This design comes from an exercise in tuning for small area, a short achievable clock period and few clock cycles on the open sky130 flow, not from production work. In this exercise RTL edits were held to simulation tests only and were not proved equivalent to the original. Power figures rest on the tool's default switching activity, not on a simulated workload.

==> flow/design.v <==
`default_nettype none
package flow_reasm_pkg;
    typedef struct packed {
        logic [3-1:0]  flow;
        logic [16-1:0]   seq;
        logic [8-1:0]   len;
        logic [8-1:0]   pkt_id;
    } seg_t;
    typedef struct packed {
        logic [16-1:0]   exp_seq;
        logic [4-1:0]  head;
        logic                   list_valid;
    } flow_entry_t;
    typedef struct packed {
        logic [16-1:0]   seq;
        logic [8-1:0]   len;
        logic [8-1:0]   pkt_id;
        logic [4-1:0]  next;
        logic                   last;
    } node_t;
    typedef enum logic [1:0] {
        REL_IN_ORDER,
        REL_REORDERED,
        REL_DROP
    } rel_kind_t;
    typedef struct packed {
        logic [8-1:0]   pkt_id;
        rel_kind_t              kind;
    } rel_t;
endpackage
`default_nettype wire
`default_nettype none
module flow_table (
    input  logic                         clk,
    input  logic                         rst,
    input  logic [3-1:0]        rd_flow,
    output flow_reasm_pkg::flow_entry_t  rd_entry,
    input  logic                         wr_en,
    input  logic [3-1:0]        wr_flow,
    input  flow_reasm_pkg::flow_entry_t  wr_entry
);
logic [16+4:0] entries [8];
assign rd_entry = entries[rd_flow];
always_ff @(posedge clk) begin
    if (rst) begin
        for (int i = 0; i < 8; i++) begin
            entries[i] <= '0;
        end
    end
    else if (wr_en) begin
        entries[wr_flow] <= wr_entry;
    end
end
endmodule
`default_nettype wire
`default_nettype none
module node_store (
    input  logic                     clk,
    input  logic                     rst,
    input  logic                     ins_start,
    input  logic [4-1:0]    ins_head,
    input  logic                     ins_list_valid,
    input  flow_reasm_pkg::node_t    ins_node,
    output logic                     ins_done,
    output logic                     ins_discard,
    output logic [4-1:0]    new_head,
    input  logic [4-1:0]    rd_ptr,
    output flow_reasm_pkg::node_t    rd_node,
    input  logic                     free_en,
    input  logic [4-1:0]    free_ptr
);
logic [16-1:0]  node_seq  [16];
logic [8-1:0]  node_len  [16];
logic [8-1:0]  node_pkt  [16];
logic [4-1:0] node_next [16];
logic                  node_last [16];
logic [16-1:0]  free_map;
logic                  busy;
logic                  list_r;
logic                  has_free_r;
logic                  prev_valid;
logic [4-1:0] head_r;
logic [4-1:0] alloc_r;
logic [4-1:0] cur_ptr;
logic [4-1:0] prev_ptr;
flow_reasm_pkg::node_t new_r;
flow_reasm_pkg::node_t cur_node;
flow_reasm_pkg::node_t link_node;
logic                  any_free;
logic [4-1:0] free_idx;
logic                  before_cur;
logic                  do_discard;
logic                  do_link;
logic                  patch_en;
logic [4-1:0] patch_ptr;
assign cur_node = {node_seq[cur_ptr], node_len[cur_ptr], node_pkt[cur_ptr],
                   node_next[cur_ptr], node_last[cur_ptr]};
assign rd_node  = {node_seq[rd_ptr], node_len[rd_ptr], node_pkt[rd_ptr],
                   node_next[rd_ptr], node_last[rd_ptr]};
always_comb begin
    any_free = 1'b0;
    free_idx = '0;
    for (int i = 16 - 1; i >= 0; i--) begin
        if (free_map[i]) begin
            any_free = 1'b1;
            free_idx = 4'(i);
        end
    end
end
assign before_cur = list_r && (cur_node.seq > new_r.seq);
assign do_discard = busy && (!has_free_r || (list_r && (cur_node.seq == new_r.seq)));
assign do_link    = busy && !do_discard && (!list_r || before_cur || cur_node.last);
assign patch_en  = list_r && !(before_cur && !prev_valid);
assign patch_ptr = before_cur ? prev_ptr : cur_ptr;
always_comb begin
    link_node      = new_r;
    link_node.next = cur_ptr;
    link_node.last = !before_cur;
end
always_ff @(posedge clk) begin
    if (rst) begin
        busy     <= 1'b0;
        ins_done <= 1'b0;
        free_map <= '1;
    end
    else begin
        ins_done <= do_discard || do_link;
        if (ins_start && !busy) begin
            busy <= 1'b1;
        end
        else if (do_discard || do_link) begin
            busy <= 1'b0;
        end
        if (do_link) begin
            free_map[alloc_r] <= 1'b0;
        end
        if (free_en) begin
            free_map[free_ptr] <= 1'b1;
        end
    end
end
always_ff @(posedge clk) begin
    if (ins_start && !busy) begin
        new_r      <= ins_node;
        head_r     <= ins_head;
        list_r     <= ins_list_valid;
        has_free_r <= any_free;
        alloc_r    <= free_idx;
        cur_ptr    <= ins_head;
        prev_valid <= 1'b0;
    end
    else if (busy && !do_discard && !do_link) begin
        prev_ptr   <= cur_ptr;
        prev_valid <= 1'b1;
        cur_ptr    <= cur_node.next;
    end
    if (do_discard || do_link) begin
        ins_discard <= do_discard;
        new_head    <= patch_en ? head_r : alloc_r;
    end
    if (do_link) begin
        node_seq[alloc_r]  <= link_node.seq;
        node_len[alloc_r]  <= link_node.len;
        node_pkt[alloc_r]  <= link_node.pkt_id;
        node_next[alloc_r] <= link_node.next;
        node_last[alloc_r] <= link_node.last;
        if (patch_en) begin
            node_next[patch_ptr] <= alloc_r;
            node_last[patch_ptr] <= 1'b0;
        end
    end
end
endmodule
`default_nettype wire
`default_nettype none
module reasm_ctrl (
    input  logic                         clk,
    input  logic                         rst,
    input  logic                         seg_valid,
    input  flow_reasm_pkg::seg_t         seg,
    output logic                         ready,
    input  logic                         out_almost_full,
    output logic                         rel_valid,
    output flow_reasm_pkg::rel_t         rel,
    output logic [3-1:0]        rd_flow,
    input  flow_reasm_pkg::flow_entry_t  rd_entry,
    output logic                         wr_en,
    output logic [3-1:0]        wr_flow,
    output flow_reasm_pkg::flow_entry_t  wr_entry,
    output logic                         ins_start,
    output logic [4-1:0]        ins_head,
    output logic                         ins_list_valid,
    output flow_reasm_pkg::node_t        ins_node,
    input  logic                         ins_done,
    input  logic                         ins_discard,
    input  logic [4-1:0]        new_head,
    output logic [4-1:0]        rd_ptr,
    input  flow_reasm_pkg::node_t        rd_node,
    output logic                         free_en,
    output logic [4-1:0]        free_ptr
);
typedef enum logic [2:0] {
    S_IDLE,
    S_COMPARE,
    S_INS_WAIT,
    S_CHAIN,
    S_WRBACK
} state_t;
state_t                      state;
flow_reasm_pkg::seg_t        cur_seg;
flow_reasm_pkg::flow_entry_t cur_entry;
logic                        walk_gap;
logic [16-1:0]        seg_end;
logic [16-1:0]        node_end;
logic                        chain_hit;
logic                        chain_go;
assign ready   = (state == S_IDLE) && !out_almost_full;
assign rd_flow = (state == S_IDLE) ? seg.flow : cur_seg.flow;
assign seg_end  = cur_seg.seq + 16'(cur_seg.len);
assign node_end = rd_node.seq + 16'(rd_node.len);
assign rd_ptr    = cur_entry.head;
assign chain_hit = cur_entry.list_valid && (rd_node.seq <= cur_entry.exp_seq);
assign chain_go  = (state == S_CHAIN) && chain_hit && !walk_gap && !out_almost_full;
assign free_en  = chain_go;
assign free_ptr = cur_entry.head;
assign ins_head       = cur_entry.head;
assign ins_list_valid = cur_entry.list_valid;
always_comb begin
    ins_node.seq    = cur_seg.seq;
    ins_node.len    = cur_seg.len;
    ins_node.pkt_id = cur_seg.pkt_id;
    ins_node.next   = '0;
    ins_node.last   = 1'b1;
end
assign wr_en    = (state == S_WRBACK);
assign wr_flow  = cur_seg.flow;
assign wr_entry = cur_entry;
always_ff @(posedge clk) begin
    if (rst) begin
        state     <= S_IDLE;
        rel_valid <= 1'b0;
        ins_start <= 1'b0;
        walk_gap  <= 1'b0;
    end
    else begin
        rel_valid <= 1'b0;
        ins_start <= 1'b0;
        case (state)
            S_IDLE: begin
                if (seg_valid && ready) begin
                    cur_seg   <= seg;
                    cur_entry <= rd_entry;
                    state     <= S_COMPARE;
                end
            end
            S_COMPARE: begin
                rel.pkt_id <= cur_seg.pkt_id;
                if (cur_seg.seq == cur_entry.exp_seq) begin
                    rel_valid         <= 1'b1;
                    rel.kind          <= flow_reasm_pkg::REL_IN_ORDER;
                    cur_entry.exp_seq <= seg_end;
                    walk_gap          <= 1'b1;
                    state <= cur_entry.list_valid ? S_CHAIN : S_WRBACK;
                end
                else if (cur_seg.seq > cur_entry.exp_seq) begin
                    ins_start <= 1'b1;
                    state     <= S_INS_WAIT;
                end
                else begin
                    rel_valid <= 1'b1;
                    rel.kind  <= flow_reasm_pkg::REL_DROP;
                    state     <= S_WRBACK;
                end
            end
            S_INS_WAIT: begin
                if (ins_done) begin
                    if (ins_discard) begin
                        rel_valid <= 1'b1;
                        rel.kind  <= flow_reasm_pkg::REL_DROP;
                    end
                    else begin
                        cur_entry.head       <= new_head;
                        cur_entry.list_valid <= 1'b1;
                    end
                    state <= S_WRBACK;
                end
            end
            S_CHAIN: begin
                walk_gap <= 1'b0;
                if (!chain_hit) begin
                    state <= S_WRBACK;
                end
                else if (chain_go) begin
                    rel_valid  <= 1'b1;
                    rel.pkt_id <= rd_node.pkt_id;
                    if (rd_node.seq == cur_entry.exp_seq) begin
                        rel.kind          <= flow_reasm_pkg::REL_REORDERED;
                        cur_entry.exp_seq <= node_end;
                    end
                    else begin
                        rel.kind <= flow_reasm_pkg::REL_DROP;
                    end
                    cur_entry.head       <= rd_node.next;
                    cur_entry.list_valid <= !rd_node.last;
                    walk_gap             <= 1'b1;
                end
            end
            S_WRBACK: begin
                state <= S_IDLE;
            end
            default: begin
                state <= S_IDLE;
            end
        endcase
    end
end
endmodule
`default_nettype wire
`default_nettype none
module flow_reassembly (
    input  logic                  clk,
    input  logic                  rst,
    input  logic                  seg_valid,
    input  flow_reasm_pkg::seg_t  seg,
    output logic                  ready,
    input  logic                  out_almost_full,
    output logic                  rel_valid,
    output flow_reasm_pkg::rel_t  rel
);
logic [3-1:0]       rd_flow;
flow_reasm_pkg::flow_entry_t rd_entry;
logic                        wr_en;
logic [3-1:0]       wr_flow;
flow_reasm_pkg::flow_entry_t wr_entry;
logic                        ins_start;
logic [4-1:0]       ins_head;
logic                        ins_list_valid;
flow_reasm_pkg::node_t       ins_node;
logic                        ins_done;
logic                        ins_discard;
logic [4-1:0]       new_head;
logic [4-1:0]       rd_ptr;
flow_reasm_pkg::node_t       rd_node;
logic                        free_en;
logic [4-1:0]       free_ptr;
flow_table u_flow_table (
    .clk      (clk),
    .rst      (rst),
    .rd_flow  (rd_flow),
    .rd_entry (rd_entry),
    .wr_en    (wr_en),
    .wr_flow  (wr_flow),
    .wr_entry (wr_entry)
);
node_store u_node_store (
    .clk            (clk),
    .rst            (rst),
    .ins_start      (ins_start),
    .ins_head       (ins_head),
    .ins_list_valid (ins_list_valid),
    .ins_node       (ins_node),
    .ins_done       (ins_done),
    .ins_discard    (ins_discard),
    .new_head       (new_head),
    .rd_ptr         (rd_ptr),
    .rd_node        (rd_node),
    .free_en        (free_en),
    .free_ptr       (free_ptr)
);
reasm_ctrl u_reasm_ctrl (
    .clk             (clk),
    .rst             (rst),
    .seg_valid       (seg_valid),
    .seg             (seg),
    .ready           (ready),
    .out_almost_full (out_almost_full),
    .rel_valid       (rel_valid),
    .rel             (rel),
    .rd_flow         (rd_flow),
    .rd_entry        (rd_entry),
    .wr_en           (wr_en),
    .wr_flow         (wr_flow),
    .wr_entry        (wr_entry),
    .ins_start       (ins_start),
    .ins_head        (ins_head),
    .ins_list_valid  (ins_list_valid),
    .ins_node        (ins_node),
    .ins_done        (ins_done),
    .ins_discard     (ins_discard),
    .new_head        (new_head),
    .rd_ptr          (rd_ptr),
    .rd_node         (rd_node),
    .free_en         (free_en),
    .free_ptr        (free_ptr)
);
endmodule
`default_nettype wire
==> flow/run.sh <==
#!/bin/bash
# synth_recipe.tcl (not shown) runs the flow's synth.tcl, then flattens the netlist and writes it again
# the make line also repeats each setting of config.mk as NAME=value (left out here)
make -C /OpenROAD-flow-scripts/flow DESIGN_CONFIG=/design/flow/config.mk WORK_HOME=/design/flow/orfs CLKGATE_MAP_FILE= SYNTH_SCRIPT=/design/flow/synth_recipe.tcl finish
==> flow/config.mk <==
export PLATFORM = sky130hd
export DESIGN_NAME = flow_reassembly
export DESIGN_NICKNAME = flow_reassembly
export VERILOG_FILES = /design/flow/design.v
export SDC_FILE = /design/flow/constraint.sdc
export NUM_CORES = 4
export LEC_CHECK = 0
export CAP_MARGIN = 20
export CORE_MARGIN = 2
export CORE_UTILIZATION = 40
export SLEW_MARGIN = 20
==> flow/constraint.sdc <==
create_clock -name core_clock -period 7.0 [get_ports {clk}]
set_input_delay 1.4000 -clock core_clock [delete_from_list [all_inputs] [get_ports {clk}]]
set_output_delay 1.4000 -clock core_clock [all_outputs]
set_load 0.01 [all_outputs]
==> qor.yml <==
outcome:
  status: "complete, no violations"
final_layout:
  n_antenna_cell: 0
  area_growth_pct: 12.5
  final_nets: 2823
  drive_gt1_share_pct: 23.8
synth:
  synth_ff_type: "edfxtp_1"
  synth_area_leaders: "edfxtp_1 (61%), mux4_2 (15%), dfxtp_1 (2.3%)"
  seq_area_frac_synth_pct: 63.4
  synth_fp_nets: 2784
  yosysTopAreaCellShare_pct: 61.1
  syn_inst: 2670
  netlist_top_cells_count: "edfxtp_1 (865), mux4_2 (282), nand2_1 (253)"
  synth.most_common_cell: "edfxtp_1"
  synth_cell_types: 91
  async_reset_ff_share_pct: 0
  synth_area_um2: 42500
  synth.largest_area_cell: "edfxtp_1"
  synth_edf_count: 865
  ys_ff_latch: 914
  syn_avg_cell_area_um2: 15.9
  ys.warnings.count: 3
clock_network:
  cts_tree: "built"
  postCtsSetupBuffers: 0
  cts_inserted_buffers: 97
  ctsHoldBuffers: 0
  cts_max_level: 3
  insertion_delay_ns: 0.70
  clkTransAtPathRegs_ns: 0.06
  cts_sinks: 914
  cts_root_buf: "clkbuf_16"
  ctsResizeCount: 0
  clock_tree.buffer_depth: 3
sta:
  rsz0062_at_grt: "no"
  finalSetupViolCount: 0
  holdWs_ns: 0.453
  fin_crit_ns: 5.77
  worst_pin_slew_ns: 1.13
  max-slew-margin-rel_pct: 24.1
  fmax_mhz: 173
  fin_tns_setup_ns: 0
  hold_viol_final: 0
  fin_crit_sh_pct: 82.4
  slew_viol_final: 0
  setup_slack_ns: 1.23
  clock_skew_ns: 0.0400
pwr:
  p_per_area_nw_per_um2: 289
  p_leak_nw: 15.6
  ir_drop_v: 0.000177
global_route:
  track_usage_pct: 21.1
  antenna_found_initial: 1
  grt_pass1_vias: 25732
  grt_max_degree: 67
  grt_pass1_wl_mm: 170
  grt-ovfl-total: 0
placement:
  place_congestion: 0.873
  dp_hpwl_mm: 71.5
  portBuffers: 50
  pre_cts_ws_ns: 0.987
detailed_routing:
  drtPass1Iterations: 25
  detail_route.iter0.violations: 2998
  via_count: 25441
  routed_via_density: 6.09
  wl_per_cell_um: 27.2
  final_antenna_net_count: 0
  drt_wl_total_mm: 114
  drc: 0
worst_setup_path:
  critical_path.max_fanout: 30
  crit_type: "flip-flop to flip-flop"
  cp_common_cell: "mux4_2"
  start_kind: "flip-flop"
  crit_required_ns: 7.37
  end_kind: "flip-flop"
  critPathArrivalTime_ns: 6.14
  worstPathCellList: "buf_12 > mux4_2 > mux4_2 > ha_1 > a21oi_1 > a2111o_1 > nand4_1 > a31o_2 > nand2_1 > nor2_4 > buf_4"
  cp_slowest_cell: "dfxtp_4"
  slowest_delay_ns: 0.76
floorplanning:
  core-area_um2: 105000
  start_util_pct: 40.3
  die_w_um: 330
  io_pins: 51
  die-area_um2: 109000
  rows: 119
  fp.dieH_um: 330
hold_path:
  hold_path.class: "flip-flop to flip-flop"
job:
  drv_cap: 0
worst paths after layout:
kind | start | cells after the start | to | slack [ns]
min | u_reasm_ctrl.cur_seg[0] | 0 | u_node_store.new_r[5] | 0.45
min reg2reg | u_reasm_ctrl.cur_seg[0] | 0 | u_node_store.new_r[5] | 0.45
max | flip-flop | 11 | u_node_store.node_seq[5][0] | 1.23
max reg2reg | flip-flop | 11 | u_node_store.node_seq[5][0] | 1.23
state kept, by name, indices dropped and copies added (netlist names), 10 cells and up, named ones only:
register	count
u_flow_table.entries	168
u_reasm_ctrl.rel	10
u_reasm_ctrl.cur_entry	21
u_node_store.node_pkt	128
u_node_store.node_seq	256
u_node_store.free_map	16
u_node_store.new_r	32
u_reasm_ctrl.cur_seg	35
u_node_store.node_last	16
u_node_store.node_next	64
u_node_store.node_len	128
where the power goes:
part	internal (mW)	leakage [nW]	switching (mW)	total, mW
clock	2.89	1.50	2.17	5.05
sequential	6.06	8.41	0.188	6.24
combinational	1.07	5.70	1.43	2.50
total	10.0	15.6	3.79	13.8
routing by layer:
layer | up-vias | track usage (%) | share of wire (%) | routed length [um]
li1 | 10816 | - | - | -
met3 | 189 | 3.40 | 7.3 | 8290
met4 | 0 | 6.05 | 2.6 | 2940
met2 | 1108 | 34.3 | 48 | 54900
met5 | - | 0 | 0 | 0
met1 | 13328 | 29.3 | 42 | 47600
area by class of cell:
class / count / area (um2)
Clock buffer: 120 / 2540
Clock inverter: 55 / 553
Fill cell: 9023 / 57600
Inverter: 67 / 251
Multi-Input combinational cell: 1505 / 14700
Sequential cell: 914 / 27000
Tap cell: 1391 / 1740
Timing Repair Buffer: 124 / 1110
critical path: cells and delay by family (launching register included):
family / cells / cell delay (ns)
AOI/OAI and AO/OA: 3 / 1.32
and+or+nand+nor: 3 / 1.31
muxes: 2 / 1.01
DFF: 1 / 0.76
buffers and inverters: 2 / 0.65
adders and majority gates: 1 / 0.35
through the flow:
step,instances,cell area [um2],power (mW),util [%]
after detailed placement,4000,44700,8.85,42.4
after CTS,4175,47800,13.9,45.3
final,4176,47800,13.8,45.4
after global placement,4000,44700,8.80,42.4
after global routing,4176,47800,14.3,45.4
after floorplan,2670,42500,8.04,-
cell usage in the layout (no fill, tap or decap), types with 24 or more instances in the layout:
| cell | netlist | layout |
|---|---|---|
| mux2_4 | 29 | 29 |
| inv_1 | 46 | 45 |
| a311oi_1 | 35 | 35 |
| nor2_1 | 71 | 67 |
| nand2_1 | 253 | 252 |
| edfxtp_1 | 865 | 865 |
| mux4_2 | 282 | 282 |
| clkdlybuf4s50_1 | 0 | 50 |
| nor4_1 | 42 | 42 |
| o21ai_0 | 49 | 43 |
| a21oi_1 | 82 | 82 |
| dfxtp_1 | 49 | 42 |
| buf_4 | 5 | 70 |
| mux2_2 | 47 | 47 |
| and3_1 | 24 | 24 |
| ha_1 | 73 | 73 |
| clkbuf_16 | 0 | 98 |
| clkinv_1 | 19 | 41 |
| nor3_1 | 146 | 140 |
| nand3_1 | 58 | 58 |
cell families after synthesis:
family,count (synthesis),share of synthesized area (%)
xor gates and xnor gates,28,0.577
and+or+nand+nor,730,8.82
DFF,914,63.4
adders and majority gates,75,2.24
muxes,367,17.5
AOI/OAI and AO/OA,305,5.01
buffers and inverters,251,2.45
Testbench counts, summed over its fixed seeds: cycles 89,745.

[re-timing with driven ports]
The flow's constraints put no driver on any port. The routed layout listed below was extracted and timed again, unchanged, in two steps.
Step 1: set_driving_cell puts a clkbuf_16 on clk and a buf_2 on each other input, an assumption about the parent block.
Step 2 times the ports against the registers' clock, not the clock port: input delays grow and output delays shrink by t, the midpoint of the rising clock arrivals with the driver on.
Three values: ideal, step 1, step 2; two values: the first two.
t (ns): 0.749
slack for setup (ns): 1.232 / 1.232 / 1.232
worst setup path after step 2: register to register
worst slew at a driven data input, ns: 0.06
pins driven straight from the clock port: 1
After both steps this run still meets setup and hold. For this run, drivers alone change the setup slack by 0.000 ns; drivers and shift together by 0.000 ns.
